From an optimization exercise on the open Yosys and OpenROAD flow, aimed at small area, a short achievable clock period and few clock cycles; shortcuts taken in it are not production practice. RTL that was checked went through simulation tests only; none was proved equivalent to the original. Only the layout flow was run in runs 6 and 7; the RTL was not checked for function there. Power and IR drop assume default switching activity.

--- flow/run.sh ---
#!/bin/bash
# synth_recipe.tcl (not shown) runs the flow's synth.tcl, then flattens the netlist and writes it again
# the make line also repeats each setting of config.mk as NAME=value (left out here)
make -C /OpenROAD-flow-scripts/flow DESIGN_CONFIG=/design/flow/config.mk WORK_HOME=/design/flow/orfs CLKGATE_MAP_FILE= SYNTH_SCRIPT=/design/flow/synth_recipe.tcl finish
--- flow/config.mk ---
export PLATFORM = sky130hd
export DESIGN_NAME = cluster_centroid_n
export DESIGN_NICKNAME = cluster_centroid_n
export VERILOG_FILES = /design/flow/design.v
export SDC_FILE = /design/flow/constraint.sdc
export NUM_CORES = 4
export LEC_CHECK = 0
export CAP_MARGIN = 20
export CORE_MARGIN = 2
export CORE_UTILIZATION = 68
export CTS_BUF_LIST = sky130_fd_sc_hd__clkbuf_8
export CTS_CLUSTER_DIAMETER = 50
export CTS_CLUSTER_SIZE = 14
export SETUP_SLACK_MARGIN = 5
export SLEW_MARGIN = 20
--- flow/design.v ---
module cluster_centroid_n #(
  parameter int IMG_WIDTH    = 640,
  parameter int IMG_HEIGHT   = 480,
  parameter int NUM_CLUSTERS = 3,
  parameter int COLOR_W      = 12,
  parameter int DIST_THRESH  = 64,
  parameter int MIN_COUNT    = 4,
  localparam int XW = $clog2(IMG_WIDTH),
  localparam int YW = $clog2(IMG_HEIGHT),
  localparam int IW = (NUM_CLUSTERS > 1) ? $clog2(NUM_CLUSTERS) : 1
) (
  input  logic                         clk,
  input  logic                         rst,
  input  logic signed [COLOR_W-1:0]    pixel_r,
  input  logic signed [COLOR_W-1:0]    pixel_g,
  input  logic signed [COLOR_W-1:0]    pixel_b,
  input  logic                         pixel_valid,
  input  logic [XW-1:0]                x,
  input  logic [YW-1:0]                y,
  input  logic                         ref_wr_en,
  input  logic [IW-1:0]                ref_wr_idx,
  input  logic signed [COLOR_W-1:0]    ref_wr_r,
  input  logic signed [COLOR_W-1:0]    ref_wr_g,
  input  logic signed [COLOR_W-1:0]    ref_wr_b,
  output logic [NUM_CLUSTERS*XW-1:0]   centroid_x,
  output logic [NUM_CLUSTERS*YW-1:0]   centroid_y,
  output logic [NUM_CLUSTERS-1:0]      found,
  output logic                         frame_done,
  output logic                         busy,
  output logic                         overrun
);
  localparam int NC    = NUM_CLUSTERS;
  localparam int DW    = COLOR_W + 1;                
  localparam int AW    = $clog2(DIST_THRESH + 1);    
  localparam int SDW   = AW + 2;                     
  localparam int CW    = $clog2(IMG_WIDTH * IMG_HEIGHT + 1);
  localparam int SUM_W = $clog2(IMG_WIDTH * IMG_WIDTH * IMG_HEIGHT);
  localparam int QW    = XW;                         
  localparam int RW    = CW;                         
  localparam int MW    = RW + QW;                    
  localparam int STW   = $clog2(QW);
  localparam int SCW   = $clog2(QW);
  localparam int SSW   = $clog2((QW - 1) * IMG_WIDTH);
  logic signed [COLOR_W-1:0] r_ref_r [NC];
  logic signed [COLOR_W-1:0] r_ref_g [NC];
  logic signed [COLOR_W-1:0] r_ref_b [NC];
  logic           r_rst;           
  logic           r1_valid, r1_eof;
  logic [XW-1:0]  r1_x;
  logic [YW-1:0]  r1_y;
  logic [AW+2:0]  r1_c [NC][3];    
  logic [NC-1:0]  r2_ok;
  logic [SDW-1:0] r2_d [NC];
  logic           r2_eof;
  logic [XW-1:0]  r2_x;
  logic [YW-1:0]  r2_y;
  logic [NC-1:0]    w_hit;
  logic [CW-1:0]    r_cnt  [NC];
  logic [MW-1:0]    r_sx   [NC];
  logic [MW-1:0]    r_sy   [NC];
  logic [SCW-1:0]   r_scnt [NC];
  logic [SSW-1:0]   r_ssx  [NC];
  logic [SSW-1:0]   r_ssy  [NC];
  logic [CW-1:0]    w_inc_cnt [NC];
  logic [SUM_W-1:0] w_add_x [NC];
  logic [SUM_W-1:0] w_add_y [NC];
  logic [SCW-1:0]   w_sinc_cnt [NC];
  logic [SSW-1:0]   w_sadd_x [NC];
  logic [SSW-1:0]   w_sadd_y [NC];
  logic             r_div, r_last;
  logic [STW-1:0]   r_step;
  logic [NC-1:0]    w_gex, w_gey;
  logic [RW-1:0]    w_rx [NC];
  logic [RW-1:0]    w_ry [NC];
  logic [NC*XW-1:0] r_centroid_x;
  logic [NC*YW-1:0] r_centroid_y;
  logic [NC-1:0]    r_found;
  logic             r_frame_done, r_busy;
  always_ff @(posedge clk) begin
    for (int k = 0; k < NC; k++) begin
      if (rst) begin
        r_ref_r[k] <= COLOR_W'(50  + 450 * k);
        r_ref_g[k] <= COLOR_W'(100 + 450 * k);
        r_ref_b[k] <= COLOR_W'(150 + 450 * k);
      end else if (ref_wr_en && ref_wr_idx == IW'(k)) begin
        r_ref_r[k] <= ref_wr_r;
        r_ref_g[k] <= ref_wr_g;
        r_ref_b[k] <= ref_wr_b;
      end
    end
  end
  localparam int HW = COLOR_W - AW + 1;             
  function automatic logic [AW+2:0] chan(input logic signed [COLOR_W-1:0] p,
                                         input logic signed [COLOR_W-1:0] q);
    logic [AW:0]   lo;
    logic [HW-1:0] ph, qh;
    logic          b, z0, m1;
    lo  = {1'b0, p[AW-1:0]} - {1'b0, q[AW-1:0]};
    b   = lo[AW];
    ph  = {p[COLOR_W-1], p[COLOR_W-1:AW]};
    qh  = {q[COLOR_W-1], q[COLOR_W-1:AW]};
    z0  = b ? (ph == qh + HW'(1)) : (ph == qh);
    m1  = b ? (ph == qh) : (ph + HW'(1) == qh);
    chan = {z0, m1, lo[AW-1:0] > AW'(DIST_THRESH), lo[AW-1:0]};
  endfunction
  always_ff @(posedge clk) begin
    r_rst    <= rst;
    r1_valid <= !rst && pixel_valid;
    r1_eof   <= !rst && pixel_valid && x == XW'(IMG_WIDTH - 1) && y == YW'(IMG_HEIGHT - 1);
    r1_x     <= x;
    r1_y     <= y;
    for (int k = 0; k < NC; k++) begin
      r1_c[k][0] <= chan(pixel_r, r_ref_r[k]);
      r1_c[k][1] <= chan(pixel_g, r_ref_g[k]);
      r1_c[k][2] <= chan(pixel_b, r_ref_b[k]);
    end
  end
  always_ff @(posedge clk) begin
    logic [AW-1:0] u [3];
    logic [2:0]    neg, ok;
    r2_eof <= !rst && r1_eof;
    r2_x   <= r1_x;
    r2_y   <= r1_y;
    for (int k = 0; k < NC; k++) begin
      for (int j = 0; j < 3; j++) begin
        neg[j] = r1_c[k][j][AW];
        ok[j]  = (r1_c[k][j][AW+2] && !neg[j]) || (r1_c[k][j][AW+1] && r1_c[k][j][AW-1]);
        u[j]   = r1_c[k][j][AW-1:0] ^ {AW{neg[j]}};
      end
      r2_ok[k] <= !rst && r1_valid && (&ok);
      r2_d[k]  <= SDW'(u[0]) + SDW'(u[1]) + SDW'(u[2]) + SDW'(neg[0]) + SDW'(neg[1]) + SDW'(neg[2]);
    end
  end
  always_comb begin
    logic [NC-1:0] m;
    for (int k = 0; k < NC; k++)
      m[k] = r2_ok[k] && r2_d[k] <= SDW'(DIST_THRESH);
    for (int k = 0; k < NC; k++) begin
      w_hit[k] = m[k];
      for (int j = 0; j < NC; j++) begin
        if (j < k && m[j] && r2_d[j][AW-1:0] <= r2_d[k][AW-1:0]) w_hit[k] = 1'b0;
        if (j > k && m[j] && r2_d[j][AW-1:0] <  r2_d[k][AW-1:0]) w_hit[k] = 1'b0;
      end
    end
    for (int k = 0; k < NC; k++) begin
      w_inc_cnt[k]  = r_cnt[k] + CW'(1);
      w_add_x[k]    = r_sx[k][SUM_W-1:0] + SUM_W'(r2_x);
      w_add_y[k]    = r_sy[k][SUM_W-1:0] + SUM_W'(r2_y);
      w_sinc_cnt[k] = r_scnt[k] + SCW'(1);
      w_sadd_x[k]   = r_ssx[k] + SSW'(r2_x);
      w_sadd_y[k]   = r_ssy[k] + SSW'(r2_y);
    end
  end
  always_comb begin
    logic [RW:0] tx, ty;
    for (int k = 0; k < NC; k++) begin
      tx = r_sx[k][MW-1:QW-1];
      ty = r_sy[k][MW-1:QW-1];
      w_gex[k] = tx >= {1'b0, r_cnt[k]};
      w_gey[k] = ty >= {1'b0, r_cnt[k]};
      w_rx[k]  = w_gex[k] ? RW'(tx - {1'b0, r_cnt[k]}) : tx[RW-1:0];
      w_ry[k]  = w_gey[k] ? RW'(ty - {1'b0, r_cnt[k]}) : ty[RW-1:0];
    end
  end
  always_ff @(posedge clk) begin
    for (int k = 0; k < NC; k++) begin
      if (r_rst) begin
        r_cnt[k] <= '0;
        r_sx[k]  <= '0;
        r_sy[k]  <= '0;
      end else if (r_div && r_last) begin
        r_cnt[k] <= w_hit[k] ? CW'(w_sinc_cnt[k]) : CW'(r_scnt[k]);
        r_sx[k]  <= w_hit[k] ? MW'(w_sadd_x[k])   : MW'(r_ssx[k]);
        r_sy[k]  <= w_hit[k] ? MW'(w_sadd_y[k])   : MW'(r_ssy[k]);
      end else if (r_div) begin
        r_sx[k]  <= {w_rx[k], r_sx[k][QW-2:0], w_gex[k]};
        r_sy[k]  <= {w_ry[k], r_sy[k][QW-2:0], w_gey[k]};
      end else if (w_hit[k]) begin
        r_cnt[k] <= w_inc_cnt[k];
        r_sx[k]  <= MW'(w_add_x[k]);
        r_sy[k]  <= MW'(w_add_y[k]);
      end
    end
  end
  always_ff @(posedge clk) begin
    for (int k = 0; k < NC; k++) begin
      if (!r_div) begin
        r_scnt[k] <= '0;
        r_ssx[k]  <= '0;
        r_ssy[k]  <= '0;
      end else if (w_hit[k]) begin
        r_scnt[k] <= w_sinc_cnt[k];
        r_ssx[k]  <= w_sadd_x[k];
        r_ssy[k]  <= w_sadd_y[k];
      end
    end
  end
  always_ff @(posedge clk) begin
    if (rst) begin
      r_div        <= 1'b0;
      r_last       <= 1'b0;
      r_step       <= '0;
      r_busy       <= 1'b0;
      r_frame_done <= 1'b0;
      r_found      <= '0;
      r_centroid_x <= '0;
      r_centroid_y <= '0;
    end else begin
      r_frame_done <= 1'b0;
      r_last       <= r_div && r_step == STW'(QW - 2);
      if (r2_eof) begin
        r_div  <= 1'b1;
        r_step <= '0;
        r_busy <= 1'b1;
      end else if (r_div) begin
        r_step <= r_step + STW'(1);
        if (r_last) begin
          r_div        <= 1'b0;
          r_busy       <= 1'b0;
          r_frame_done <= 1'b1;
          for (int k = 0; k < NC; k++) begin
            r_found[k] <= r_cnt[k] >= CW'(MIN_COUNT);
            if (r_cnt[k] >= CW'(MIN_COUNT)) begin
              r_centroid_x[k*XW +: XW] <= {r_sx[k][XW-2:0], w_gex[k]};
              r_centroid_y[k*YW +: YW] <= {r_sy[k][YW-2:0], w_gey[k]};
            end
          end
        end
      end
    end
  end
  assign centroid_x = r_centroid_x;
  assign centroid_y = r_centroid_y;
  assign found      = r_found;
  assign frame_done = r_frame_done;
  assign busy       = r_busy;
  assign overrun    = 1'b0;
endmodule
--- flow/constraint.sdc ---
create_clock -name core_clock -period 8.0 [get_ports {clk}]
set_input_delay 1.6000 -clock core_clock [delete_from_list [all_inputs] [get_ports {clk}]]
set_output_delay 1.6000 -clock core_clock [all_outputs]
set_load 0.01 [all_outputs]
==> results of run 1 <==
[cell usage in the layout (no fill, tap or decap), types with 41 or more instances in the layout]
cell type / instances
dfxtp_1: 582
nand2_1: 442
or3_1: 42
a21oi_1: 376
nand4_1: 70
and3_1: 68
o22ai_1: 45
buf_4: 174
a211o_1: 43
xnor2_1: 286
nor2b_1: 53
nor3_1: 92
ha_4: 41
clkbuf_8: 86
ha_1: 329
a211oi_1: 99
mux2i_1: 164
nor2_1: 502
a21o_1: 91
dfxtp_2: 50
xor2_1: 204
o21ai_0: 212
nand3_1: 125
inv_1: 236
o21a_1: 42
clkdlybuf4s50_1: 75
nand2b_1: 54
[sequential cells by signal, summed over array words and instances, names as in the netlist, 3 cells and up]
| signal | cells |
|---|---|
| r_ssy | 39 |
| r1_x | 10 |
| r2_x | 10 |
| r_ref_r | 36 |
| r_ssx | 39 |
| r_ref_g | 36 |
| r2_d | 27 |
| r2_y | 9 |
| r_found | 3 |
| r_scnt | 12 |
| r_centroid_y | 27 |
| r_centroid_x | 30 |
| r_step | 4 |
| r_ref_b | 36 |
| r2_ok | 3 |
| r_sx | 87 |
| r_cnt | 57 |
| r1_c | 90 |
| r1_y | 9 |
| r_sy | 87 |
[per-stage QoR]
stage                     total power, mW  hold slack, ps
after floorplan                      5.62             310
after global placement               6.19             311
after detailed placement             6.26             312
after CTS                            9.05             328
after global routing                 9.78             333
final                                9.31             328
[routing by layer]
metal	wire length, um	up-vias
met5	11	-
met2	60500	2049
li1	-	19190
met1	57000	19501
met3	13800	404
met4	5790	2
[path summary, 6_finish.rpt]
path / startpoint / to / slack, ps
max: r_cnt[2][2] / r_sx[2][18] / 4960
min: r1_x[5] / r2_x[5] / 330
max reg2reg: r_cnt[2][2] / r_sx[2][18] / 4960
min reg2reg: r1_x[5] / r2_x[5] / 330
[report_power, final]
part           switching, mW  total (mW)  internal [mW]
Combinational           1.55        2.88           1.33
Clock                   1.48        2.74           1.26
Sequential             0.193        3.69           3.50
Total                   3.22        9.31           6.09
[layout make-up]
type                            count  area, sq um
Clock buffer                       86         1180
Timing Repair Buffer              380         3850
Tap cell                          846         1060
Inverter                          254          987
Fill cell                        4173        11900
Sequential cell                   659        13400
Multi-Input combinational cell   4102        30400
Antenna cell                        5         12.5
Clock inverter                     55          579
[kinds of logic after synthesis]
kind of cell / Yosys count / synth area share [%]
AO/OA/AOI/OAI: 1334 / 19.9
XOR/XNOR: 508 / 10.2
adder cells (fa/ha/maj): 428 / 13.1
buffers and inverters: 484 / 4.41
flip-flops: 659 / 30.2
multiplexers: 194 / 4.49
other: 1 / 0.00859
AND/OR/NAND/NOR: 1637 / 17.6
[timing repair]
item,in CTS,in global routing
hold endpoints to repair,0,0
setup buffers,62,94
setup endpoints to repair,380,252
resized for setup,365,267
gates cloned,9,8
pin swaps,43,101
hold buffers,0,0
==> qor.txt, run 1 <==
crit-path max FO -> 5
vias per cell -> 6.44
Pleak -> 21.2 nW
Pwr per Cell Area -> 181 nW/um^2
top post-synthesis cells by area -> dfxtp_1, ha_1, xnor2_1
RSZ-0062 raised after global routing -> true
DR pass1 iterations -> 6
floorplan core area -> 63300 sq um
slack of the critical path -> 4960 ps
# port buffers -> 158
required time worst endpoint -> 8550 ps
DRT iter0 DRCs -> 4449
Clock Path Buffers -> 3
starting density of the core -> 69.0%
crit share post-route -> 38.0%
Vias -> 41146
WP depth -> 12
nets@finish -> 6002
DRC errors left -> 0
WP data arrival -> 3590 ps
vias in the first global route -> 37913
startpoint types -> flip-flop
CP cell instances -> inv_2, ha_4, and2b_2, o31ai_4, a2111oi_4, o21ai_2, a31oi_2, a211o_4, buf_12, mux2_2, a21oi_2, a211oi_1
Non-Filler Instances -> 6387
worst-skew pair later-pin latency -> 730 ps
Netlist cell types -> 97
total track usage -> 38.7%
max cap viols -> 0
die width -> 257 um
Worst VDD drop -> 0.215 mV
most frequent cell after synthesis -> dfxtp_1
Slew @ Worst Pin -> 1010 ps
post-route minimum period -> 3040 ps
layout cells sized above 1 -> 14.5%
final hold vios -> 0
ys async rst share -> 0%
clk sink count -> 659
CTS buffer count -> 80
Setup Viol. Count Final -> 0
Post-DP HPWL -> 92000 um
Ys Warns -> 21
outcome -> finished clean
Die Ht -> 257 um
Setup crit end kind -> flip-flop
dpl ws -> 3910 ps
total gr overflow -> 0
fin. max-slew vios -> 0
wire per inst -> 21.5 um
Final Instance Area -> 51400 sq um
placed cell count -> 6068
dpl cell area -> 46000 sq um
routability cong. -> 0.962
I/O pin total -> 160
largest net degree at the start of global routing -> 72
cells after synthesis -> 5245
Clock Skews -> 39.0 ps
grt peak-use layer -> met2
Yosys top cell area share -> 30.2%
Register-to-Register Path Depth -> 12
Critical Path Max Stage Delay -> 470 ps
GR Layer Usage met3 -> 6.14%
grt met2 use -> 60.0%
CP Class -> flip-flop to flip-flop
setup TNS -> 0 ps
Hold Path Class -> flip-flop to flip-flop
worst hold stages -> 0
CTS Root Cell -> clkbuf_8
Detail Route Antenna Nets -> 0
first-pass GRT wire length -> 207000 um
area leader, netlist -> dfxtp_1
total wire length -> 137000 um
Layout area overhead -> 17.8%
met1 Usage GRT -> 53.9%
register area share after synthesis -> 30.2%
Rows -> 92
initial antenna violation count -> 10
syn nets -> 5770
EDFF count, synth -> 0
H-tree levels -> 3
synthesis-stage register bit count -> 659
synth cell count leaders -> dfxtp_1, nor2_1, nand2_1, a21oi_1, ha_1
clk slew on worst S/H paths -> 80 ps
post-synthesis instance area -> 43700 sq um
Crit path buffers/inverters -> 2
Max stage delay cell, worst path -> a211o_4
ys flop type -> dfxtp_1
relative slew slack -> 32.6%
Fmax achieved -> 329 MHz
end-of-flow core utilization -> 81.2%
DIE AREA -> 66200 sq um
syn_area_per_cell -> 8.32 sq um
cell family with most CP delay -> compound AO/OA/AOI/OAI gates
CTS tree -> done
Testbench counts, summed over its fixed seeds: cycles 7,798.
==> inputs of run 2 (changes only) <==
--- a/flow/config.mk
+++ b/flow/config.mk
@@ -8,5 +8,5 @@
 export CAP_MARGIN = 20
 export CORE_MARGIN = 2
-export CORE_UTILIZATION = 68
+export CORE_UTILIZATION = 74
 export CTS_BUF_LIST = sky130_fd_sc_hd__clkbuf_8
 export CTS_CLUSTER_DIAMETER = 50
==> run 2 against run 1 <==
Die area decreased by 8.0%. Area after synthesis unchanged. Sequential cell count unchanged. Power increased by 3.5%. Clock skew increased by 17 ps. Final cell count decreased by 1.6%. Core utilization increased by 5.5 points. First-iteration DRC count increased by 27%. Clock-buffer cell count decreased by 5. Sequential power about the same. Non-clock buffer count decreased by 27. Critical endpoint is now r_sy[0][7]. Largest cell class unchanged.
==> qor.txt, run 2 <==
CP Launch Point -> r2_d[0][1]
total wire length -> 151000 um
Layout area overhead -> 16.5%
Rows -> 89
nets@finish -> 5974
CP Class -> flip-flop to flip-flop
Final Instance Area -> 50900 sq um
DR top layer -> met5
setup TNS -> 0 ps
fin. max-slew vios -> 0
Met2 Wirelength -> 63900 um
crit-path max FO -> 14
DIE AREA -> 61000 sq um
Worst Setup EP -> r_sy[0][7]
synth cell count leaders -> dfxtp_1, nor2_1, nand2_1, a21oi_1, ha_1
Clock Path Buffers -> 3
register area -> 13300 sq um
Ys Warns -> 21
RSZ-0062 raised after global routing -> true
placed cell count -> 5992
Non-Filler Instances -> 6286
synthesis-stage register bit count -> 659
max cap viols -> 0
Yosys top cell area share -> 30.2%
Fmax achieved -> 304 MHz
Top reg by flops -> r1_c
clk slew on worst S/H paths -> 90 ps
floorplan core area -> 58700 sq um
relative slew slack -> 34.1%
initial antenna violation count -> 13
die width -> 247 um
Detail Route Antenna Nets -> 0
routability cong. -> 0.960
I/O pin total -> 160
Clock Skews -> 55.8 ps
cells after synthesis -> 5245
Setup Viol. Count Final -> 0
WP data arrival -> 3890 ps
most frequent cells in the layout -> dfxtp_1, nor2_1, nand2_1
syn_area_per_cell -> 8.32 sq um
crit share post-route -> 41.1%
register area share after synthesis -> 30.2%
post-synthesis instance area -> 43700 sq um
Pwr per Cell Area -> 189 nW/um^2
DRC errors left -> 0
vias per cell -> 6.89
post-route minimum period -> 3290 ps
Multi-input gate area -> 30400 sq um
outcome -> finished clean
wire per inst -> 24.0 um
vias in the first global route -> 38471
Fillers -> 3172
most common cell after layout, fill and taps aside -> dfxtp_1
Post-CTS Hold Buffers -> 0
Pleak -> 21.0 nW
Post-DP HPWL -> 90800 um
worst-skew pair later-pin latency -> 770 ps
Hold Path Class -> flip-flop to flip-flop
CTS Root Cell -> clkbuf_8
area leader, netlist -> dfxtp_1
total track usage -> 42.9%
largest net degree at the start of global routing -> 96
H-tree levels -> 3
required time worst endpoint -> 8600 ps
Slew @ Worst Pin -> 987 ps
WL met3 -> 20000 um
Hold WS -> 320 ps
slack of the critical path -> 4710 ps
Worst VDD drop -> 0.271 mV
Reg-to-Reg End -> r_sy[0][7]
EDFF count, synth -> 0
DRT iter0 DRCs -> 5658
Setup crit end kind -> flip-flop
most frequent cell after synthesis -> dfxtp_1
layout cells sized above 1 -> 13.3%
clk sink count -> 659
Register-to-Register Path Depth -> 11
first-pass GRT wire length -> 208000 um
CTS buffer count -> 76
ys async rst share -> 0%
dpl cell area -> 45900 sq um
final hold vios -> 0
CTS tree -> done
ys flop type -> dfxtp_1
total gr overflow -> 0
Netlist cell types -> 97
Die Ht -> 247 um
Largest regs -> r1_c: 90 flops, r_sx: 87 flops, r_sy: 87 flops
top post-synthesis cells by area -> dfxtp_1, ha_1, xnor2_1
syn nets -> 5770
Metal-1 WL -> 55700 um
reg-to-reg slack, setup -> 4710 ps
R2R Path Start -> r2_d[0][1]
max reg flops -> 90
# port buffers -> 158
dpl ws -> 4070 ps
startpoint types -> flip-flop
Vias -> 43298
DR pass1 iterations -> 9
starting density of the core -> 74.4%
==> run 2: cell count changes in the layout (fill, tap and decap cells not counted), moves of 7 or more <==
cell / change
buf_4: -27
dlygate4sd2_1: +16
inv_1: +8
clkdlybuf4s15_1: -7
clkdlybuf4s15_2: -7
dfxtp_1: +7
ha_1: +7
o21ai_0: -7
==> run 2: metal layers <==
metal  global-route usage [%]  vias up
li1                         -    19119
met1                     55.9    20060
met2                     66.4     3182
met3                     9.02      931
met4                     23.4        6
met5                        0        -
==> run 2: how the worst min path moves through the flow <==
stage,startpoint,to,slack (ps),cells past startpoint
floorplan,r1_x[0],r2_x[0],310,0
global placement,r1_x[4],r2_x[4],310,0
detailed placement,r1_x[5],r2_x[5],310,0
CTS,r1_y[0],r2_y[0],330,0
global route,r1_y[0],r2_y[0],330,0
finish,r1_y[6],r2_y[6],320,0
==> run 2: through the flow <==
step | util (%) | total power [mW]
2_1_floorplan | - | 5.62
3_3_place_gp | 78.2 | 6.14
3_5_place_dp | 78.2 | 6.25
4_1_cts | 83.5 | 8.97
5_1_grt | 86.7 | 9.97
6_report | 86.7 | 9.64
==> run 2: kinds of logic after synthesis <==
family	after synthesis	synth area share, %
AND/OR/NAND/NOR	1637	17.6
other	1	0.00859
AO/OA/AOI/OAI	1334	19.9
buffers and inverters	484	4.41
XOR/XNOR	508	10.2
adder cells (fa/ha/maj)	428	13.1
multiplexers	194	4.49
flip-flops	659	30.2
==> run 2: worst max-delay path: stages (launching register included) <==
cell and delay (ps):
dfxtp_2 360, or4_4 550, o31ai_4 230, and2_4 200
o31ai_4 100, buf_4 210, nor2_4 290, buf_6 280
mux2i_1 420, a21oi_1 180, a21oi_1 240, nor2_1 60
==> run 2: cell type report <==
| cell class | count | area share (%) |
|---|---|---|
| tap | 773 | 1.90 |
| timing repair buffer | 353 | 6.85 |
| clock inverter | 51 | 1.14 |
| sequential | 659 | 26.2 |
| multi-input combinational | 4105 | 59.7 |
| inverter | 254 | 1.94 |
| clock buffer | 81 | 2.19 |
| antenna | 10 | 0.0492 |
==> run 2: what timing repair did <==
action | in CTS | in global routing
setup endpoints to repair | 436 | 292
gates cloned | 6 | 7
endpoints found under the hold margin | 0 | 0
pin swaps | 34 | 90
gates resized for setup | 311 | 267
setup buffers | 57 | 82
==> run 2: power breakdown <==
part	total [mW]	switching [mW]	leakage [nW]	internal, mW
Clock	2.71	1.48	0.869	1.23
Combinational	3.22	1.83	14.7	1.39
Sequential	3.71	0.206	5.40	3.50
==> inputs of run 3 (changes only) <==
--- a/flow/config.mk
+++ b/flow/config.mk
@@ -6,10 +6,10 @@
 export NUM_CORES = 4
 export LEC_CHECK = 0
-export CAP_MARGIN = 20
+export CAP_MARGIN = 5
 export CORE_MARGIN = 2
-export CORE_UTILIZATION = 74
+export CORE_UTILIZATION = 68
 export CTS_BUF_LIST = sky130_fd_sc_hd__clkbuf_8
 export CTS_CLUSTER_DIAMETER = 50
 export CTS_CLUSTER_SIZE = 14
 export SETUP_SLACK_MARGIN = 5
-export SLEW_MARGIN = 20
+export SLEW_MARGIN = 5
==> run 3 against run 2 <==
Still clean. Sequential cell count stayed put. Clock power hardly changed. Fmax is 8.2% higher. Core utilization is 5.5 points lower. Sequential power hardly changed. Sequential share of layout area is 0.24 points lower. Via count is 5.0% lower. Wire length is 9.3% lower. Power is 3.4% lower. Largest power group unchanged.
==> qor.txt, run 3 <==
Ys Warns -> 21
most frequent cells in the layout -> dfxtp_1, nor2_1, nand2_1
Detail Route Antenna Nets -> 0
vias in the first global route -> 37913
I/O pin total -> 160
first-pass GRT wire length -> 207000 um
crit share post-route -> 38.0%
Tot Pwr -> 9.31 mW
most common cell after layout, fill and taps aside -> dfxtp_1
starting density of the core -> 69.0%
most frequent cell after synthesis -> dfxtp_1
reg-to-reg slack, setup -> 4960 ps
CTS buffer count -> 80
EDFF count, synth -> 0
Setup crit end kind -> flip-flop
total track usage -> 38.7%
Pleak -> 21.2 nW
Clock Path Buffers -> 3
max cap viols -> 0
Rows -> 92
startpoint types -> flip-flop
Largest regs -> r1_c: 90 flops, r_sx: 87 flops, r_sy: 87 flops
CTS Root Cell -> clkbuf_8
total gr overflow -> 0
routability cong. -> 0.962
Layout area overhead -> 17.8%
RSZ-0062 raised after global routing -> true
syn_area_per_cell -> 8.32 sq um
final hold vios -> 0
H-tree levels -> 3
Post-DP HPWL -> 92000 um
Netlist cell types -> 97
WP data arrival -> 3590 ps
largest net degree at the start of global routing -> 72
relative slew slack -> 32.6%
max reg flops -> 90
setup TNS -> 0 ps
ys flop type -> dfxtp_1
Fmax achieved -> 329 MHz
DR pass1 iterations -> 6
post-synthesis instance area -> 43700 sq um
Die Ht -> 257 um
Clock Skews -> 39.0 ps
top post-synthesis cells by area -> dfxtp_1, ha_1, xnor2_1
CP Class -> flip-flop to flip-flop
fin. max-slew vios -> 0
floorplan core area -> 63300 sq um
Hold Path Class -> flip-flop to flip-flop
synthesis-stage register bit count -> 659
worst-skew pair later-pin latency -> 730 ps
DRC errors left -> 0
Yosys top cell area share -> 30.2%
wire per inst -> 21.5 um
total wire length -> 137000 um
crit-path max FO -> 5
DIE AREA -> 66200 sq um
post-route minimum period -> 3040 ps
area leader, netlist -> dfxtp_1
syn nets -> 5770
Worst VDD drop -> 0.215 mV
end-of-flow core utilization -> 81.2%
initial antenna violation count -> 10
Pwr per Cell Area -> 181 nW/um^2
required time worst endpoint -> 8550 ps
vias per cell -> 6.44
cells after synthesis -> 5245
Vias -> 41146
CTS tree -> done
# port buffers -> 158
nets@finish -> 6002
clk slew on worst S/H paths -> 80 ps
layout cells sized above 1 -> 14.5%
dpl ws -> 3910 ps
Setup Viol. Count Final -> 0
Slew @ Worst Pin -> 1010 ps
ys async rst share -> 0%
Top reg by flops -> r1_c
outcome -> finished clean
slack of the critical path -> 4960 ps
register area share after synthesis -> 30.2%
DRT iter0 DRCs -> 4449
synth cell count leaders -> dfxtp_1, nor2_1, nand2_1, a21oi_1, ha_1
clk sink count -> 659
die width -> 257 um
[run 3: cell types whose count changed in the layout (fill, tap and decap cells not counted), sizes merged, moves of 5 or more]
cell	delta
buf	+22
dlygate4sd2	-16
clkdlybuf4s15	+14
clkbuf	+5
diode	-5
dlymetal6s2s	+5
[run 3: cell families after synthesis]
family                   Yosys count  share of synthesized area (%)
AND/OR/NAND/NOR                 1637                           17.6
AO/OA/AOI/OAI                   1334                           19.9
flip-flops                       659                           30.2
XOR/XNOR                         508                           10.2
buffers and inverters            484                           4.41
adder cells (fa/ha/maj)          428                           13.1
multiplexers                     194                           4.49
other                              1                        0.00859
[run 3: worst paths after layout]
kind	start	endpoint	depth (start not counted)
max	r_cnt[2][2]	r_sx[2][18]	12
min	r1_x[5]	r2_x[5]	0
max reg2reg	r_cnt[2][2]	r_sx[2][18]	12
min reg2reg	r1_x[5]	r2_x[5]	0
[run 3: metal layers]
metal  routed length, um  share of wire [%]  GRT usage, %
met5                  11             0.0080             0
met4                5790                4.2          15.4
met3               13800                 10          6.14
met2               60500                 44          60.0
met1               57000                 42          53.9
[run 3: repair_timing]
action	4_1_cts	5_1_grt
gates resized for setup	365	267
pin swaps	43	101
setup endpoints to repair	380	252
hold buffers	0	0
gates cloned	9	8
setup buffers	62	94
[run 3: report_power, final]
part	total, mW	internal, mW	switching, mW
Sequential	3.69	3.50	0.193
Clock	2.74	1.26	1.48
Combinational	2.88	1.33	1.55
Total	9.31	6.09	3.22
[run 3: stage by stage]
stage	hold WS (ps)	cells	area, sq um
3_3_place_gp	311	6068	46000
5_1_grt	333	6387	51400
3_5_place_dp	312	6068	46000
4_1_cts	328	6280	49500
6_report	328	6387	51400
2_1_floorplan	310	5245	43900
[run 3: final cells by class]
type                       count  area [sq um]
multi-input combinational   4102         30400
clock buffer                  86          1180
tap                          846          1060
inverter                     254           987
sequential                   659         13400
timing repair buffer         380          3850
fill                        4173         11900
antenna                        5          12.5
clock inverter                55           579
[run 3: worst max-delay path, stage by stage (launching register included)]
cell and delay [ps]:
dfxtp_1 410, inv_2 100, ha_4 270, and2b_2 220
o31ai_4 320, a2111oi_4 130, o21ai_2 210, a31oi_2 140
a211o_4 470, buf_12 170, mux2_2 270, a21oi_2 120
a211oi_1 70
==> inputs of run 4 (changes only) <==
==> flow/config.mk (replaced) <==
export PLATFORM = sky130hd
export DESIGN_NAME = cluster_centroid_n
export DESIGN_NICKNAME = cluster_centroid_n
export VERILOG_FILES = /design/flow/design.v
export SDC_FILE = /design/flow/constraint.sdc
export NUM_CORES = 4
export LEC_CHECK = 0
export CAP_MARGIN = 20
export CORE_MARGIN = 2
export CORE_UTILIZATION = 55
export CTS_BUF_LIST = sky130_fd_sc_hd__clkbuf_8
export CTS_CLUSTER_DIAMETER = 60
export CTS_CLUSTER_SIZE = 18
export SETUP_SLACK_MARGIN = 5
export SLEW_MARGIN = 20
==> run 4 against run 3 <==
Still clean on timing, DRC and antenna. Core utilization decreased by 16 points. Sequential power about the same. First-iteration DRC count down 33%. Via count decreased by 4.6%. Synthesized cell count unchanged. Worst setup slack worse by 47 ps. Final area fell by 0.43%. Sequential cell count unchanged. Hold slack worse by 4.3 ps. Power down 1.7%. Global-route usage fell by 6.5 points. Largest cell class unchanged. Largest power group unchanged.
==> qor.txt, run 4 <==
startpoint types -> flip-flop
Die Ht -> 286 um
Post-DP HPWL -> 95400 um
max cap viols -> 0
Hold WS -> 324 ps
Tot Pwr -> 9.15 mW
DR pass1 iterations -> 6
total track usage -> 32.2%
switching pwr -> 3.16 mW
wire per inst -> 21.1 um
sw frac -> 34.5%
Fillers -> 6894
setup TNS -> 0 ps
Layout area overhead -> 17.3%
syn_area_per_cell -> 8.32 sq um
ys async rst share -> 0%
total wire length -> 138000 um
vias in the first global route -> 36526
worst hold stages -> 0
Clock Path Buffers -> 3
Rows -> 103
crit share post-route -> 38.6%
WP data arrival -> 3670 ps
top post-synthesis cells by area -> dfxtp_1, ha_1, xnor2_1
Register-to-Register Path Depth -> 16
Yosys top cell area share -> 30.2%
Slew @ Worst Pin -> 949 ps
reg-to-reg slack, setup -> 4910 ps
layout cells sized above 1 -> 13.4%
cells after synthesis -> 5245
synth cell count leaders -> dfxtp_1, nor2_1, nand2_1, a21oi_1, ha_1
starting density of the core -> 55.4%
most frequent cell after synthesis -> dfxtp_1
register area share after synthesis -> 30.2%
CTS buffer count -> 68
Ys Warns -> 21
vias per cell -> 6.01
post-synthesis instance area -> 43700 sq um
RSZ-0062 raised after global routing -> true
P_int -> 5.99 mW
Hold Path Class -> flip-flop to flip-flop
R2R Path Start -> r_sy[0][9]
Largest regs -> r1_c: 90 flops, r_sx: 87 flops, r_sy: 87 flops
clk slew on worst S/H paths -> 100 ps
crit-path max FO -> 6
most frequent cells in the layout -> dfxtp_1, nor2_1, nand2_1
largest net degree at the start of global routing -> 106
Comb pwr share -> 31.3%
Netlist cell types -> 97
synthesis-stage register bit count -> 659
CTS Root Cell -> clkbuf_8
# port buffers -> 158
post-route minimum period -> 3090 ps
Top reg by flops -> r1_c
CTS tree -> done
total gr overflow -> 0
Pwr per Cell Area -> 179 nW/um^2
H-tree levels -> 3
fin. max-slew vios -> 0
DRT iter0 DRCs -> 2994
nets@finish -> 5954
WHS Endpoint -> r2_x[0]
I/O pin total -> 160
ys flop type -> dfxtp_1
required time worst endpoint -> 8580 ps
most common cell after layout, fill and taps aside -> dfxtp_1
initial antenna violation count -> 7
hold_sp -> r1_x[0]
routability cong. -> 0.927
relative slew slack -> 36.2%
Clock Skews -> 58.0 ps
Pleak -> 21.0 nW
DIE AREA -> 81600 sq um
Clk network pwr share -> 28.4%
syn nets -> 5770
first-pass GRT wire length -> 210000 um
CP Class -> flip-flop to flip-flop
Reg power frac -> 40.3%
Detail Route Antenna Nets -> 0
Setup Viol. Count Final -> 0
worst-skew pair later-pin latency -> 730 ps
DRC errors left -> 0
Fmax achieved -> 324 MHz
max reg flops -> 90
final hold vios -> 0
Vias -> 39269
floorplan core area -> 78700 sq um
Worst VDD drop -> 0.199 mV
Reg-to-Reg End -> r_sy[0][0]
clk sink count -> 659
Post-CTS Hold Buffers -> 0
Setup crit end kind -> flip-flop
outcome -> finished clean
EDFF count, synth -> 0
die width -> 286 um
area leader, netlist -> dfxtp_1
[run 4: cell counts after synthesis]
Identical to the previous run, type by type.
[run 4: cells by family after synthesis]
kind of cell	Yosys count	synth area share, %
simple gates	1637	17.6
compound gates	1334	19.9
flops	659	30.2
xor+xnor	508	10.2
buf+inv	484	4.41
fa+ha+maj	428	13.1
mux	194	4.49
other cells	1	0.00859
[run 4: stage by stage]
step	utilization, %	cell area (sq um)	setup slack (ps)	std cells
3_5_place_dp	58.8	46300	4030	6276
3_3_place_gp	58.8	46300	4120	6275
4_1_cts	62.8	49500	4950	6459
5_1_grt	65.0	51200	4760	6535
2_1_floorplan	-	43900	4940	5245
6_report	65.0	51200	4910	6535
[run 4: how the worst max path moves through the flow]
stage                     start           to  slack [ps]  depth (start not counted)
floorplan            pixel_g[1]   r1_c[1][7]        4940                          9
global placement     pixel_g[1]   r1_c[7][7]        4120                          6
detailed placement   pixel_g[9]   r1_c[7][8]        4030                          7
CTS                     r2_x[1]  r_sx[0][19]        4950                         11
global route        r_cnt[0][8]  r_sy[0][11]        4760                         13
finish               r_sy[0][9]   r_sy[0][0]        4910                         16
[run 4: worst max-delay path: stages (launching register included)]
cell,delay (ps)
dfxtp_2,340
inv_2,80
ha_4,130
fa_2,230
nor2b_4,60
o31ai_4,230
a21oi_4,100
a221o_1,400
a221oi_4,350
a21o_1,210
buf_12,140
buf_12,120
buf_4,100
buf_6,90
buf_12,100
nor2_2,40
o221a_2,250
[run 4: layout make-up]
| type | count | area, sq um | area share (%) |
|---|---|---|---|
| well taps | 1050 | 1310 | 2.57 |
| flip-flops and latches | 659 | 13400 | 26.1 |
| diodes | 6 | 15.0 | 0.0293 |
| inverters | 254 | 983 | 1.92 |
| clock buffers | 72 | 991 | 1.93 |
| multi-input cells | 4102 | 30300 | 59.3 |
| clock inverters | 48 | 593 | 1.16 |
| repair buffers | 344 | 3610 | 7.04 |
[run 4: power by group through the flow]
stage / Sequential (mW) / Clock [mW] / Combinational (mW)
floorplan: 3.66 / 0 / 1.96
global placement: 3.75 / 0 / 2.49
detailed placement: 3.75 / 0 / 2.52
CTS: 3.67 / 2.65 / 2.63
global route: 3.71 / 2.77 / 3.23
finish: 3.69 / 2.60 / 2.86
[run 4: metal layers]
metal | up-vias | GRT usage (%) | share of wire (%)
met4 | 2 | 8.94 | 2.5
met5 | - | 0 | 0.0094
met2 | 1182 | 50.0 | 44
met1 | 18815 | 47.2 | 47
met3 | 196 | 3.60 | 6.2
li1 | 19074 | - | -
[run 4: what timing repair did]
item                                    4_1_cts  5_1_grt
pin swaps                                    49      118
gates resized for setup                     340      274
setup buffers                                55       63
endpoints found under the setup margin      365      216
cloned                                        8        7
==> inputs of run 5 (changes only) <==
==> flow/flow/run.sh (new file) <==
#!/bin/bash
set -euo pipefail
bash standard.sh SETUP_SLACK_MARGIN=5.2 finish > layout.log 2>&1
==> flow/standard.sh (new file) <==
#!/bin/bash
# synth_recipe.tcl (not shown) runs the flow's synth.tcl, then flattens the netlist and writes it again
# the make line also repeats each setting of config.mk as NAME=value (left out here)
make -C /OpenROAD-flow-scripts/flow DESIGN_CONFIG=/design/flow/config.mk WORK_HOME=/design/flow/orfs CLKGATE_MAP_FILE= SYNTH_SCRIPT=/design/flow/synth_recipe.tcl "${@:-finish}"
removed: flow/run.sh
==> run 5 against run 4 <==
Register-to-register slack about the same. Clock power shrank 2%. Hold slack improved by 1.8 ps. First-iteration DRC count rose by 20%. Final area is 14% higher. Sequential cell count unchanged. Largest power group unchanged. Worst setup slack worse by 6.1 ps. Sequential share of layout area decreased by 2.9 points.
==> qor.txt, run 5 <==
outcome -> finished clean
clk sink count -> 659
Hold WS -> 326 ps
Ys Warns -> 21
H-tree levels -> 3
DIE AREA -> 81600 sq um
WP data arrival -> 3760 ps
max cap viols -> 0
worst hold stages -> 0
relative slew slack -> 23.7%
clk slew on worst S/H paths -> 110 ps
post-synthesis instance area -> 43700 sq um
dpl cell area -> 46500 sq um
register area share after synthesis -> 30.2%
DR pass1 iterations -> 6
most frequent cell after synthesis -> dfxtp_1
Yosys top cell area share -> 30.2%
largest net degree at the start of global routing -> 84
P_int -> 6.32 mW
Hold Path Class -> flip-flop to flip-flop
top post-synthesis cells by area -> dfxtp_1, ha_1, xnor2_1
post-route minimum period -> 3100 ps
Post-DP HPWL -> 98100 um
first-pass GRT wire length -> 225000 um
CTS buffer count -> 70
CTS tree -> done
CTS Root Cell -> clkbuf_8
Rows -> 103
RSZ-0062 raised after global routing -> true
EDFF count, synth -> 0
Pleak -> 23.6 nW
Clock Skews -> 53.5 ps
DRT iter0 DRCs -> 3591
CP Class -> flip-flop to flip-flop
required time worst endpoint -> 8670 ps
Worst VDD drop -> 0.232 mV
wire per inst -> 23.2 um
switching pwr -> 3.57 mW
# port buffers -> 158
Non-Filler Instances -> 6847
Reg power frac -> 37.7%
Pwr per Cell Area -> 170 nW/um^2
worst-skew pair later-pin latency -> 750 ps
Multi-input gate area -> 33600 sq um
initial antenna violation count -> 10
routability cong. -> 0.937
total wire length -> 159000 um
most frequent cells in the layout -> dfxtp_1, nor2_1, nand2_1
synth cell count leaders -> dfxtp_1, nor2_1, nand2_1, a21oi_1, ha_1
I/O pin total -> 160
synthesis-stage register bit count -> 659
area leader, netlist -> dfxtp_1
total gr overflow -> 0
Top reg by flops -> r1_c
Netlist cell types -> 97
ys flop type -> dfxtp_1
Layout area overhead -> 33.2%
Vias -> 42337
crit-path max FO -> 6
Detail Route Antenna Nets -> 0
Clock Path Buffers -> 3
vias in the first global route -> 38488
setup TNS -> 0 ps
max reg flops -> 90
total track usage -> 35.1%
crit share post-route -> 38.7%
starting density of the core -> 55.4%
layout cells sized above 1 -> 28.7%
Comb pwr share -> 36.5%
Largest regs -> r1_c: 90 flops, r_sx: 87 flops, r_sy: 87 flops
cells after synthesis -> 5245
most common cell after layout, fill and taps aside -> dfxtp_1
ys async rst share -> 0%
Die Ht -> 286 um
placed cell count -> 6274
die width -> 286 um
fin. max-slew vios -> 0
startpoint types -> flip-flop
Clk network pwr share -> 25.8%
Setup Viol. Count Final -> 0
Slew @ Worst Pin -> 1130 ps
Fillers -> 5878
syn nets -> 5770
vias per cell -> 6.18
register area -> 13500 sq um
DRC errors left -> 0
floorplan core area -> 78700 sq um
Final Instance Area -> 58200 sq um
syn_area_per_cell -> 8.32 sq um
dpl ws -> 4000 ps
Fmax achieved -> 323 MHz
Setup crit end kind -> flip-flop
nets@finish -> 6264
final hold vios -> 0
Register-to-Register Path Depth -> 11
slack of the critical path -> 4900 ps
sw frac -> 36.1%
run 5: worst max-delay path, stage by stage, from the launching register on:
cell	delay, ps
dfxtp_4	380
or4_4	530
o31ai_4	280
and2_4	220
o31ai_4	80
buf_12	150
or2_4	290
buf_12	170
a21oi_4	270
nand3_2	170
or3_1	340
a21oi_2	120
run 5: power by group through the flow:
stage / clock, mW / combinational [mW] / sequential [mW]
6_report: 2.56 / 3.61 / 3.73
5_1_grt: 2.71 / 3.96 / 3.74
4_1_cts: 2.57 / 2.97 / 3.70
3_5_place_dp: 0 / 2.55 / 3.77
3_3_place_gp: 0 / 2.53 / 3.76
2_1_floorplan: 0 / 1.99 / 3.66
run 5: repair_timing:
item | 4_1_cts | 5_1_grt
gates cloned | 26 | 18
pin swaps | 179 | 399
setup buffers | 200 | 199
gates resized for setup | 942 | 836
hold buffers | 0 | 0
endpoints found under the setup margin | 506 | 373
run 5: cells by family after synthesis:
family	after synthesis	share of synthesized area [%]
AND/OR/NAND/NOR	1637	17.6
adder cells (fa/ha/maj)	428	13.1
multiplexers	194	4.49
other	1	0.00859
AO/OA/AOI/OAI	1334	19.9
buffers and inverters	484	4.41
XOR/XNOR	508	10.2
flip-flops	659	30.2
run 5: worst paths after layout:
kind | from | to | slack, ps
min reg2reg | r1_x[1] | r2_x[1] | 330
min | r1_x[1] | r2_x[1] | 330
max | r2_d[0][1] | r_cnt[0][14] | 4900
max reg2reg | r2_d[0][1] | r_cnt[0][14] | 4900
run 5: layer usage:
| metal | part of all wire (%) | vias to the layer above | wire length [um] | GRT usage (%) |
|---|---|---|---|---|
| met2 | 44 | 1898 | 69600 | 54.5 |
| met4 | 4.5 | 0 | 7080 | 12.9 |
| met1 | 43 | 20266 | 68200 | 49.2 |
| met3 | 8.8 | 440 | 13900 | 5.57 |
| met5 | 0 | - | 0 | 0 |
| li1 | - | 19733 | - | - |
run 5: final cells by class:
type | count | area share [%]
timing repair buffer | 647 | 12.2
multi-input combinational | 4107 | 57.9
tap | 1050 | 2.26
inverter | 254 | 1.74
clock inverter | 54 | 1.00
clock buffer | 71 | 1.68
antenna | 5 | 0.0215
sequential | 659 | 23.2
run 5: per-stage QoR:
| step | total power [mW] | utilization, % |
|---|---|---|
| finish | 9.89 | 73.9 |
| floorplan | 5.65 | - |
| CTS | 9.24 | 66.7 |
| detailed placement | 6.32 | 59.0 |
| global route | 10.4 | 73.9 |
| global placement | 6.30 | 59.0 |
==> inputs of run 6 (changes only) <==
--- a/flow/design.v
+++ b/flow/design.v
@@ -31,5 +31,4 @@
 );
   localparam int NC    = NUM_CLUSTERS;
-  localparam int DW    = COLOR_W + 1;                
   localparam int AW    = $clog2(DIST_THRESH + 1);    
   localparam int SDW   = AW + 2;                     
@@ -69,4 +68,5 @@
   logic [SSW-1:0]   w_sadd_y [NC];
   logic             r_div, r_last;
+  logic             w_any;
   logic [STW-1:0]   r_step;
   logic [NC-1:0]    w_gex, w_gey;
@@ -131,4 +131,9 @@
       r2_d[k]  <= SDW'(u[0]) + SDW'(u[1]) + SDW'(u[2]) + SDW'(neg[0]) + SDW'(neg[1]) + SDW'(neg[2]);
     end
+  end
+  always_comb begin
+    w_any = 1'b0;
+    for (int k = 0; k < NC; k++)
+      if (r_cnt[k] >= CW'(MIN_COUNT) || (w_hit[k] && r_cnt[k] == CW'(MIN_COUNT - 1))) w_any = 1'b1;
   end
   always_comb begin
@@ -208,5 +213,5 @@
     end else begin
       r_frame_done <= 1'b0;
-      r_last       <= r_div && r_step == STW'(QW - 2);
+      r_last       <= r_div ? r_step == STW'(QW - 2) : r2_eof && !w_any;
       if (r2_eof) begin
         r_div  <= 1'b1;
==> flow/run.sh (new file) <==
#!/bin/bash
# synth_recipe.tcl (not shown) runs the flow's synth.tcl, then flattens the netlist and writes it again
# the make line also repeats each setting of config.mk as NAME=value (left out here)
make -C /OpenROAD-flow-scripts/flow DESIGN_CONFIG=/design/flow/config.mk WORK_HOME=/design/flow/orfs CLKGATE_MAP_FILE= SYNTH_SCRIPT=/design/flow/synth_recipe.tcl finish
removed: flow/flow/run.sh
removed: flow/standard.sh
==> run 6 against run 5 <==
Combinational power fell by 18%. Core utilization is 7.9 points lower. Highest routed layer unchanged. Register-to-register slack better by 20 ps. Wire length down 11%. Largest power group unchanged. Final area decreased by 10%. Synthesized cell count up 3.9%. Critical endpoint is now r_sx[2][21]. Clock skew is 11 ps lower.
==> qor.txt, run 6 <==
outcome -> finished clean
Hold Path Class -> flip-flop to flip-flop
Clock Skews -> 42.4 ps
end-of-flow core utilization -> 65.9%
Slew @ Worst Pin -> 1100 ps
worst-skew pair later-pin latency -> 710 ps
Fmax achieved -> 325 MHz
area leader, netlist -> dfxtp_1
Max stage delay cell, worst path -> a211o_4
setup TNS -> 0 ps
Top reg by flops -> r1_c
Comb pwr share -> 32.4%
vias in the first global route -> 37721
register area share after synthesis -> 29.9%
Worst Setup EP -> r_sx[2][21]
R2R Path Start -> r_sx[2][9]
Clock Path Buffers -> 3
Pwr per Cell Area -> 174 nW/um^2
Non-Filler Instances -> 6768
Final Instance Area -> 52300 sq um
most frequent cell after synthesis -> dfxtp_1
Largest regs -> r1_c: 90 flops, r_sx: 87 flops, r_sy: 87 flops
reg-to-reg slack, setup -> 4920 ps
total wire length -> 142000 um
total gr overflow -> 0
Tot Pwr -> 9.11 mW
I/O pin total -> 160
P_int -> 5.94 mW
Multi-input gate area -> 31000 sq um
ys async rst share -> 0%
relative slew slack -> 25.9%
vias per cell -> 6.00
max reg flops -> 90
CP Launch Point -> r_sx[2][9]
Ys Warns -> 21
top post-synthesis cells by area -> dfxtp_1, ha_1, xnor2_1
clk sink count -> 659
Detail Route Antenna Nets -> 0
post-synthesis instance area -> 44100 sq um
Critical Path Max Stage Delay -> 370 ps
floorplan core area -> 79300 sq um
CTS buffer count -> 68
final hold vios -> 0
first-pass GRT wire length -> 214000 um
DRC errors left -> 0
Reg power frac -> 40.5%
hold_sp -> r1_x[3]
nets@finish -> 6191
clk slew on worst S/H paths -> 100 ps
register area -> 13400 sq um
synth cell count leaders -> dfxtp_1, nand2_1, nor2_1, a21oi_1, ha_1
Post-DP HPWL -> 96500 um
Fillers -> 6872
WP data arrival -> 3670 ps
EDFF count, synth -> 0
placed cell count -> 6467
Register-to-Register Path Depth -> 12
synthesis-stage register bit count -> 659
switching pwr -> 3.17 mW
DRT iter0 DRCs -> 3058
dpl cell area -> 46800 sq um
fin. max-slew vios -> 0
DIE AREA -> 82500 sq um
Netlist cell types -> 84
Die Ht -> 287 um
required time worst endpoint -> 8600 ps
starting density of the core -> 55.7%
Reg-to-Reg End -> r_sx[2][21]
CTS tree -> done
largest net degree at the start of global routing -> 104
layout cells sized above 1 -> 15.1%
max cap viols -> 0
die width -> 287 um
Clk network pwr share -> 27.1%
ys flop type -> dfxtp_1
DR pass1 iterations -> 5
post-route minimum period -> 3080 ps
Setup crit end kind -> flip-flop
CP Class -> flip-flop to flip-flop
routability cong. -> 0.922
syn nets -> 5974
Hold WS -> 325 ps
Worst VDD drop -> 0.288 mV
# port buffers -> 158
CTS Root Cell -> clkbuf_8
syn_area_per_cell -> 8.10 sq um
most frequent cells in the layout -> dfxtp_1, nand2_1, nor2_1
Yosys top cell area share -> 29.9%
H-tree levels -> 3
crit share post-route -> 38.4%
startpoint types -> flip-flop
Rows -> 103
Vias -> 40633
initial antenna violation count -> 1
sw frac -> 34.8%
most common cell after layout, fill and taps aside -> dfxtp_1
RSZ-0062 raised after global routing -> true
Layout area overhead -> 18.4%
Setup Viol. Count Final -> 0
slack of the critical path -> 4920 ps
dpl ws -> 3940 ps
cells after synthesis -> 5449
wire per inst -> 20.9 um
total track usage -> 32.6%
CP cell instances -> inv_2, ha_4, fa_2, nand2b_4, a211oi_4, o41a_1, o21ai_2, a211o_4, and2_4, or3_1, a221o_1, a22oi_1
Pleak -> 21.1 nW
crit-path max FO -> 5
run 6: worst min path at each step:
stage / end / slack, ps / depth (start not counted)
floorplan: r2_x[0] / 310 / 0
global placement: r2_y[7] / 310 / 0
detailed placement: r2_x[2] / 310 / 0
CTS: r2_x[3] / 320 / 0
global route: r2_x[3] / 320 / 0
finish: r2_x[3] / 330 / 0
run 6: final cells by class:
| cell class | instances | share of cell area [%] |
|---|---|---|
| well taps | 1050 | 2.51 |
| repair buffers | 389 | 7.44 |
| repair inverters | 1 | 0.00958 |
| diodes | 1 | 0.00479 |
| inverters | 301 | 2.23 |
| multi-input cells | 4246 | 59.3 |
| clock buffers | 81 | 2.13 |
| flip-flops and latches | 659 | 25.6 |
| clock inverters | 40 | 0.776 |
run 6: kinds of logic (layout without fill, tap and decap cells):
| family | Yosys count | in the layout | synth area share [%] |
|---|---|---|---|
| AOI/OAI and AO/OA | 1405 | 1407 | 20.4 |
| xor gates and xnor gates | 482 | 482 | 9.57 |
| buffers and inverters | 547 | 812 | 4.77 |
| adders and majority gates | 428 | 428 | 13.0 |
| and+or+nand+nor | 1788 | 1789 | 19.1 |
| other | 1 | 2 | 0.00850 |
| DFF | 659 | 659 | 29.9 |
| muxes | 139 | 139 | 3.24 |
run 6: routing by layer:
metal | global-route usage, % | up-vias | share of wire [%]
li1 | - | 19806 | -
met1 | 43.2 | 19274 | 44
met2 | 54.3 | 1287 | 46
met3 | 4.47 | 266 | 6.3
met4 | 11.4 | 0 | 3.9
met5 | 0 | - | 0
run 6: worst max-delay path, delay by kind of cell, from the launching register on:
family | cells | cell delay (ps)
compound gates | 6 | 1430
buf+inv | 1 | 40
fa+ha+maj | 2 | 480
flops | 1 | 360
simple gates | 3 | 690
run 6: power groups by stage:
stage          registers [mW]  clock network (mW)  logic [mW]
5_1_grt                  3.70                2.62        3.31
6_report                 3.69                2.47        2.95
2_1_floorplan            3.65                   0        1.98
3_5_place_dp             3.76                   0        2.54
3_3_place_gp             3.75                   0        2.49
4_1_cts                  3.68                2.52        2.68
run 6: timing repair:
item                                    4_1_cts  5_1_grt
hold buffers                                  0        0
resized for setup                           446      304
gates cloned                                 14        8
buffers inserted                             72       85
endpoints found under the setup margin      382      192
pin swaps                                    59      139
==> inputs of run 7 (changes only) <==
--- a/flow/config.mk
+++ b/flow/config.mk
@@ -8,8 +8,8 @@
 export CAP_MARGIN = 20
 export CORE_MARGIN = 2
-export CORE_UTILIZATION = 55
+export CORE_UTILIZATION = 68
 export CTS_BUF_LIST = sky130_fd_sc_hd__clkbuf_8
-export CTS_CLUSTER_DIAMETER = 60
-export CTS_CLUSTER_SIZE = 18
+export CTS_CLUSTER_DIAMETER = 50
+export CTS_CLUSTER_SIZE = 14
 export SETUP_SLACK_MARGIN = 5
 export SLEW_MARGIN = 20
==> run 7 against run 6 <==
Via count rose by 6.1%. Largest cell class unchanged. Power rose by 6.2%. Highest routed layer is now met5. Core utilization rose by 16 points. Critical path depth fell by 2. Non-clock buffer count fell by 8. Synthesized cell count did not move. Wire length rose by 2.6%. Clock power rose by 22%. Sequential power barely moved. Worst setup slack got worse by 94 ps. Hold slack got worse by 1.3 ps. Clock skew fell by 1.4 ps. Still clean on timing, DRC and antenna.
==> qor.txt, run 7 <==
outcome -> finished clean
post-route minimum period -> 3170 ps
vias in the first global route -> 39421
Pleak -> 21.4 nW
starting density of the core -> 68.6%
switching pwr -> 3.39 mW
routability cong. -> 0.954
CP cell instances -> ha_1, and3_1, a221oi_1, a21oi_1, a21o_1, a21oi_1, xnor2_1, mux2i_1, o221a_2, nor2_1
dpl ws -> 3870 ps
sw frac -> 35.0%
RSZ-0062 raised after global routing -> true
Detail Route Antenna Nets -> 0
floorplan core area -> 64300 sq um
Reg power frac -> 38.3%
Clock Path Buffers -> 3
Top reg by flops -> r1_c
Layout area overhead -> 19.3%
Largest regs -> r1_c: 90 flops, r_sx: 87 flops, r_sy: 87 flops
Max stage delay cell, worst path -> dfxtp_1
crit-path max FO -> 6
CTS tree -> done
DRC errors left -> 0
Netlist cell types -> 84
worst-skew pair later-pin latency -> 750 ps
DIE AREA -> 66900 sq um
syn_area_per_cell -> 8.10 sq um
layout cells sized above 1 -> 15.5%
slack of the critical path -> 4830 ps
Yosys top cell area share -> 29.9%
Setup crit end kind -> flip-flop
Multi-input gate area -> 31000 sq um
initial antenna violation count -> 3
Ys Warns -> 21
dpl cell area -> 46500 sq um
Setup Viol. Count Final -> 0
max reg flops -> 90
Hold Path Class -> flip-flop to flip-flop
vias per cell -> 6.52
final hold vios -> 0
Hold WS -> 324 ps
most frequent cell after synthesis -> dfxtp_1
Tot Pwr -> 9.67 mW
WP data arrival -> 3800 ps
total track usage -> 39.0%
cell mode on critical path -> a21oi_1
Clock Skews -> 41.0 ps
ys async rst share -> 0%
Final Instance Area -> 52700 sq um
P_int -> 6.29 mW
DR pass1 iterations -> 6
Pwr per Cell Area -> 184 nW/um^2
CTS buffer count -> 87
Fillers -> 4205
startpoint types -> flip-flop
largest net degree at the start of global routing -> 104
clk sink count -> 659
nets@finish -> 6204
Post-DP HPWL -> 92700 um
relative slew slack -> 37.2%
register area -> 13400 sq um
post-synthesis instance area -> 44100 sq um
CP Class -> flip-flop to flip-flop
required time worst endpoint -> 8640 ps
Fmax achieved -> 315 MHz
crit share post-route -> 39.6%
ys flop type -> dfxtp_1
register area share after synthesis -> 29.9%
Die Ht -> 259 um
most frequent cells in the layout -> dfxtp_1, nand2_1, nor2_1
I/O pin total -> 160
fin. max-slew vios -> 0
Slew @ Worst Pin -> 942 ps
max cap viols -> 0
syn nets -> 5974
Worst VDD drop -> 0.232 mV
cells after synthesis -> 5449
top post-synthesis cells by area -> dfxtp_1, ha_1, xnor2_1
first-pass GRT wire length -> 211000 um
total gr overflow -> 0
DRT iter0 DRCs -> 4439
H-tree levels -> 3
total wire length -> 145000 um
wire per inst -> 22.0 um
Critical Path Max Stage Delay -> 680 ps
area leader, netlist -> dfxtp_1
EDFF count, synth -> 0
synthesis-stage register bit count -> 659
clk slew on worst S/H paths -> 90 ps
synth cell count leaders -> dfxtp_1, nand2_1, nor2_1, a21oi_1, ha_1
CTS Root Cell -> clkbuf_8
Comb pwr share -> 30.5%
most common cell after layout, fill and taps aside -> dfxtp_1
Post-CTS Hold Buffers -> 0
setup TNS -> 0 ps
Crit path buffers/inverters -> 0
# port buffers -> 158
die width -> 259 um
cell family with most CP delay -> compound AO/OA/AOI/OAI gates
Vias -> 43103
Clk network pwr share -> 31.3%
Rows -> 93
[run 7: path summary, 6_finish.rpt]
kind              cells after the start  slack [ps]         end  startpoint
hold reg to reg                       0         320     r2_y[0]     r1_y[0]
hold / removal                        0         320     r2_y[0]     r1_y[0]
setup reg to reg                     10        4830  r_sx[2][9]     r2_x[3]
setup / recovery                     10        4830  r_sx[2][9]     r2_x[3]
[run 7: routing by layer]
layer / wire length [um] / up-vias / global-route usage, %
li1: - / 19847 / -
met1: 55600 / 20279 / 49.2
met2: 64500 / 2316 / 62.6
met3: 13900 / 659 / 6.66
met4: 11100 / 2 / 23.3
met5: 13 / - / 0
[run 7: final cells by class]
type                       instances  area share, %
clock inverter                    69           1.52
multi-input combinational       4249           59.0
tap                              855           2.03
inverter                         301           2.20
timing repair buffer             381           7.52
antenna                            3         0.0143
sequential                       659           25.4
clock buffer                      92           2.40
[run 7: cell families (layout without fill, tap and decap cells)]
kind of cell    Yosys count  in the layout  share of synthesized area, %
mux                     139            139                          3.24
compound gates         1405           1409                          20.4
fa+ha+maj               428            428                          13.0
flops                   659            659                          29.9
simple gates           1788           1790                          19.1
buf+inv                 547            843                          4.77
other cells               1              4                       0.00850
xor+xnor                482            482                          9.57
[run 7: what timing repair did]
item                                    CTS  global route
endpoints found under the setup margin  428           271
pin swaps                                63           126
setup buffers                            68            90
gates resized for setup                 408           356
gates cloned                             11            12
[run 7: power groups by stage]
stage / clock network, mW / registers [mW] / logic (mW)
2_1_floorplan: 0 / 3.65 / 1.98
3_3_place_gp: 0 / 3.75 / 2.42
3_5_place_dp: 0 / 3.76 / 2.50
4_1_cts: 3.02 / 3.68 / 2.66
5_1_grt: 3.16 / 3.71 / 3.28
6_report: 3.02 / 3.70 / 2.95
[run 7: stage by stage]
step                utilization (%)  std cells
finish                         81.8       6609
global route                   81.8       6608
CTS                            78.3       6504
detailed placement             72.3       6264
global placement               72.3       6264
floorplan                         -       5449
[run 7: worst register-to-register path, cell delays in order, from the launching register on]
cell and delay, ps:
dfxtp_1 680, ha_1 390, and3_1 220, a221oi_1 430, a21oi_1 220, a21o_1 240, a21oi_1 200, xnor2_1 110
mux2i_1 280, o221a_2 260, nor2_1 40
==> inputs of run 8 (changes only) <==
--- a/flow/design.v
+++ b/flow/design.v
@@ -94,5 +94,5 @@
                                          input logic signed [COLOR_W-1:0] q);
     logic [AW:0]   lo;
-    logic [HW-1:0] ph, qh;
+    logic [HW-1:0] ph, qh, hd;
     logic          b, z0, m1;
     lo  = {1'b0, p[AW-1:0]} - {1'b0, q[AW-1:0]};
@@ -100,6 +100,7 @@
     ph  = {p[COLOR_W-1], p[COLOR_W-1:AW]};
     qh  = {q[COLOR_W-1], q[COLOR_W-1:AW]};
-    z0  = b ? (ph == qh + HW'(1)) : (ph == qh);
-    m1  = b ? (ph == qh) : (ph + HW'(1) == qh);
+    hd  = ph - qh;
+    z0  = b ? (hd == HW'(1)) : (hd == '0);
+    m1  = b ? (hd == '0) : (hd == '1);
     chan = {z0, m1, lo[AW-1:0] > AW'(DIST_THRESH), lo[AW-1:0]};
   endfunction
==> run 8 against run 7 <==
Power shrank 5.6%. Fmax up 3.4%. Sequential cell count is the same. Final area is 2.9% lower. Non-clock buffer count fell by 46. Clock skew barely moved. Sequential share of layout area rose by 0.71 points. Hold slack improved by 2.7 ps.
==> qor.txt, run 8 <==
nets@finish -> 6146
vias per cell -> 6.36
Hold Path Class -> flip-flop to flip-flop
routability cong. -> 0.948
CTS tree -> done
largest net degree at the start of global routing -> 109
startpoint types -> flip-flop
wire per inst -> 21.0 um
hold_sp -> r1_y[0]
layout cells sized above 1 -> 13.9%
Ys Warns -> 21
area leader, netlist -> dfxtp_1
total gr overflow -> 0
syn_area_per_cell -> 8.11 sq um
synthesis-stage register bit count -> 659
Layout area overhead -> 17.3%
required time worst endpoint -> 8560 ps
most frequent cells in the layout -> dfxtp_1, nand2_1, nor2_1
total wire length -> 136000 um
post-synthesis instance area -> 43600 sq um
clk sink count -> 659
dpl cell area -> 46100 sq um
crit-path max FO -> 6
relative slew slack -> 24.5%
Tot Pwr -> 9.13 mW
# port buffers -> 158
cells after synthesis -> 5375
R2R Path Start -> r2_x[0]
reg-to-reg slack, setup -> 4930 ps
Pleak -> 20.9 nW
CP cell instances -> ha_4, fa_2, a21oi_4, o22ai_2, o41a_1, a311o_2, buf_6, nand2_2, xnor2_1, o22ai_1, a21oi_1, nor2_1
Post-CTS Hold Buffers -> 0
final hold vios -> 0
DRT iter0 DRCs -> 4024
vias in the first global route -> 38069
WHS Endpoint -> r2_y[0]
outcome -> finished clean
Largest regs -> r1_c: 90 flops, r_sx: 87 flops, r_sy: 87 flops
top post-synthesis cells by area -> dfxtp_1, ha_1, xnor2_1
I/O pin total -> 160
GR Layer Usage met3 -> 6.73%
Fmax achieved -> 326 MHz
Top reg by flops -> r1_c
Reg-to-Reg End -> r_sx[1][10]
H-tree levels -> 3
setup TNS -> 0 ps
ys flop type -> dfxtp_1
post-route minimum period -> 3070 ps
most frequent cell after synthesis -> dfxtp_1
most common cell after layout, fill and taps aside -> dfxtp_1
Setup Viol. Count Final -> 0
Yosys top cell area share -> 30.3%
max cap viols -> 0
CP Class -> flip-flop to flip-flop
Netlist cell types -> 94
Slew @ Worst Pin -> 1120 ps
Fillers -> 4298
syn nets -> 5942
CP Launch Point -> r2_x[0]
crit share post-route -> 38.3%
DIE AREA -> 66200 sq um
Clock Path Buffers -> 3
CTS buffer count -> 78
first-pass GRT wire length -> 203000 um
WP data arrival -> 3630 ps
Rows -> 92
CTS Root Cell -> clkbuf_8
Vias -> 41240
Detail Route Antenna Nets -> 0
DR pass1 iterations -> 6
Hold WS -> 326 ps
Critical Path Max Stage Delay -> 500 ps
synth cell count leaders -> dfxtp_1, nand2_1, nor2_1, a21oi_1, ha_1
Post-DP HPWL -> 91400 um
Clock Skews -> 41.5 ps
Die Ht -> 257 um
ys async rst share -> 0%
Pwr per Cell Area -> 179 nW/um^2
Max stage delay cell, worst path -> a311o_2
starting density of the core -> 69.0%
total track usage -> 38.0%
Final Instance Area -> 51100 sq um
grt peak-use layer -> met2
DRC errors left -> 0
Setup crit end kind -> flip-flop
met1 Usage GRT -> 51.5%
clk slew on worst S/H paths -> 90 ps
EDFF count, synth -> 0
worst hold stages -> 0
RSZ-0062 raised after global routing -> true
fin. max-slew vios -> 0
worst-skew pair later-pin latency -> 720 ps
register area share after synthesis -> 30.3%
die width -> 257 um
floorplan core area -> 63200 sq um
grt met2 use -> 60.0%
max reg flops -> 90
initial antenna violation count -> 5
Register-to-Register Path Depth -> 12
Worst VDD drop -> 0.197 mV
-- run 8: cell types whose count changed in the layout (fill, tap and decap cells not counted), sizes merged, moves of 33 or more --
cell / change
ha: +33
dlygate4sd2: +44
o21ai: -41
nor2: +56
buf: -51
xor2: -36
inv: +66
-- run 8: through the flow --
step                      util [%]  std cells  setup WS [ps]
after floorplan                  -       5375           4670
after global placement        73.0       6210           3810
after detailed placement      73.0       6210           3720
after CTS                     77.9       6408           4970
after global routing          80.9       6484           4800
final                         80.9       6487           4930
-- run 8: critical path: cells and delay by family, from the launching register on --
family	cells	cell delay (ps)
AO/OA/AOI/OAI	6	1490
buffers and inverters	1	170
XOR/XNOR	1	120
flip-flops	1	400
adder cells (fa/ha/maj)	2	610
AND/OR/NAND/NOR	2	110
-- run 8: how the worst max path moves through the flow --
| stage | slack, ps | end |
|---|---|---|
| 3_3_place_gp | 3810 | r_sy[0][13] |
| 3_5_place_dp | 3720 | r_sy[0][13] |
| 4_1_cts | 4970 | r_cnt[2][8] |
| 6_report | 4930 | r_sx[1][10] |
| 5_1_grt | 4800 | r_sy[1][10] |
| 2_1_floorplan | 4670 | r1_c[2][8] |
-- run 8: power breakdown --
group | switching, mW | internal, mW
clock network | 1.43 | 1.16
registers | 0.158 | 3.50
logic | 1.58 | 1.30
-- run 8: layer usage --
layer | up-vias | share of wire [%]
li1 | 19358 | -
met4 | 2 | 4.4
met3 | 406 | 10
met1 | 19492 | 41
met2 | 1982 | 44
met5 | - | 0.0095
-- run 8: logic make-up (layout without fill, tap and decap cells) --
logic type | Yosys count | count (layout) | synth area share, %
XOR/XNOR | 433 | 433 | 8.70
buffers and inverters | 584 | 841 | 5.23
multiplexers | 91 | 91 | 2.13
AO/OA/AOI/OAI | 1402 | 1403 | 20.8
adder cells (fa/ha/maj) | 470 | 470 | 14.5
flip-flops | 659 | 659 | 30.3
other | 1 | 6 | 0.00860
AND/OR/NAND/NOR | 1735 | 1738 | 18.3
-- run 8: layout make-up --
cell class | count | area [sq um] | share of cell area (%)
multi-input combinational | 4136 | 30300 | 59.3
sequential | 659 | 13300 | 26.1
timing repair buffer | 335 | 3270 | 6.40
inverter | 369 | 1480 | 2.89
clock buffer | 81 | 1110 | 2.18
tap | 846 | 1060 | 2.07
clock inverter | 56 | 528 | 1.03
antenna | 5 | 12.5 | 0.0245
-- run 8: timing repair --
item                                    CTS  global route
pin swaps                                52           114
cloned                                    7             9
buffers inserted                         54            65
endpoints found under the setup margin  424           222
gates resized for setup                 307           321
Testbench counts of run 8, summed over its fixed seeds: cycles 7,754.

Re-timed with assumed drivers on the ports (clkbuf_16 on the clock, buf_2 on other inputs), run 8 has 4.935 ns of setup slack against 4.935 ns with ideal ports, and 4.303 ns once port delays also move by the mid clock arrival of 0.765 ns.
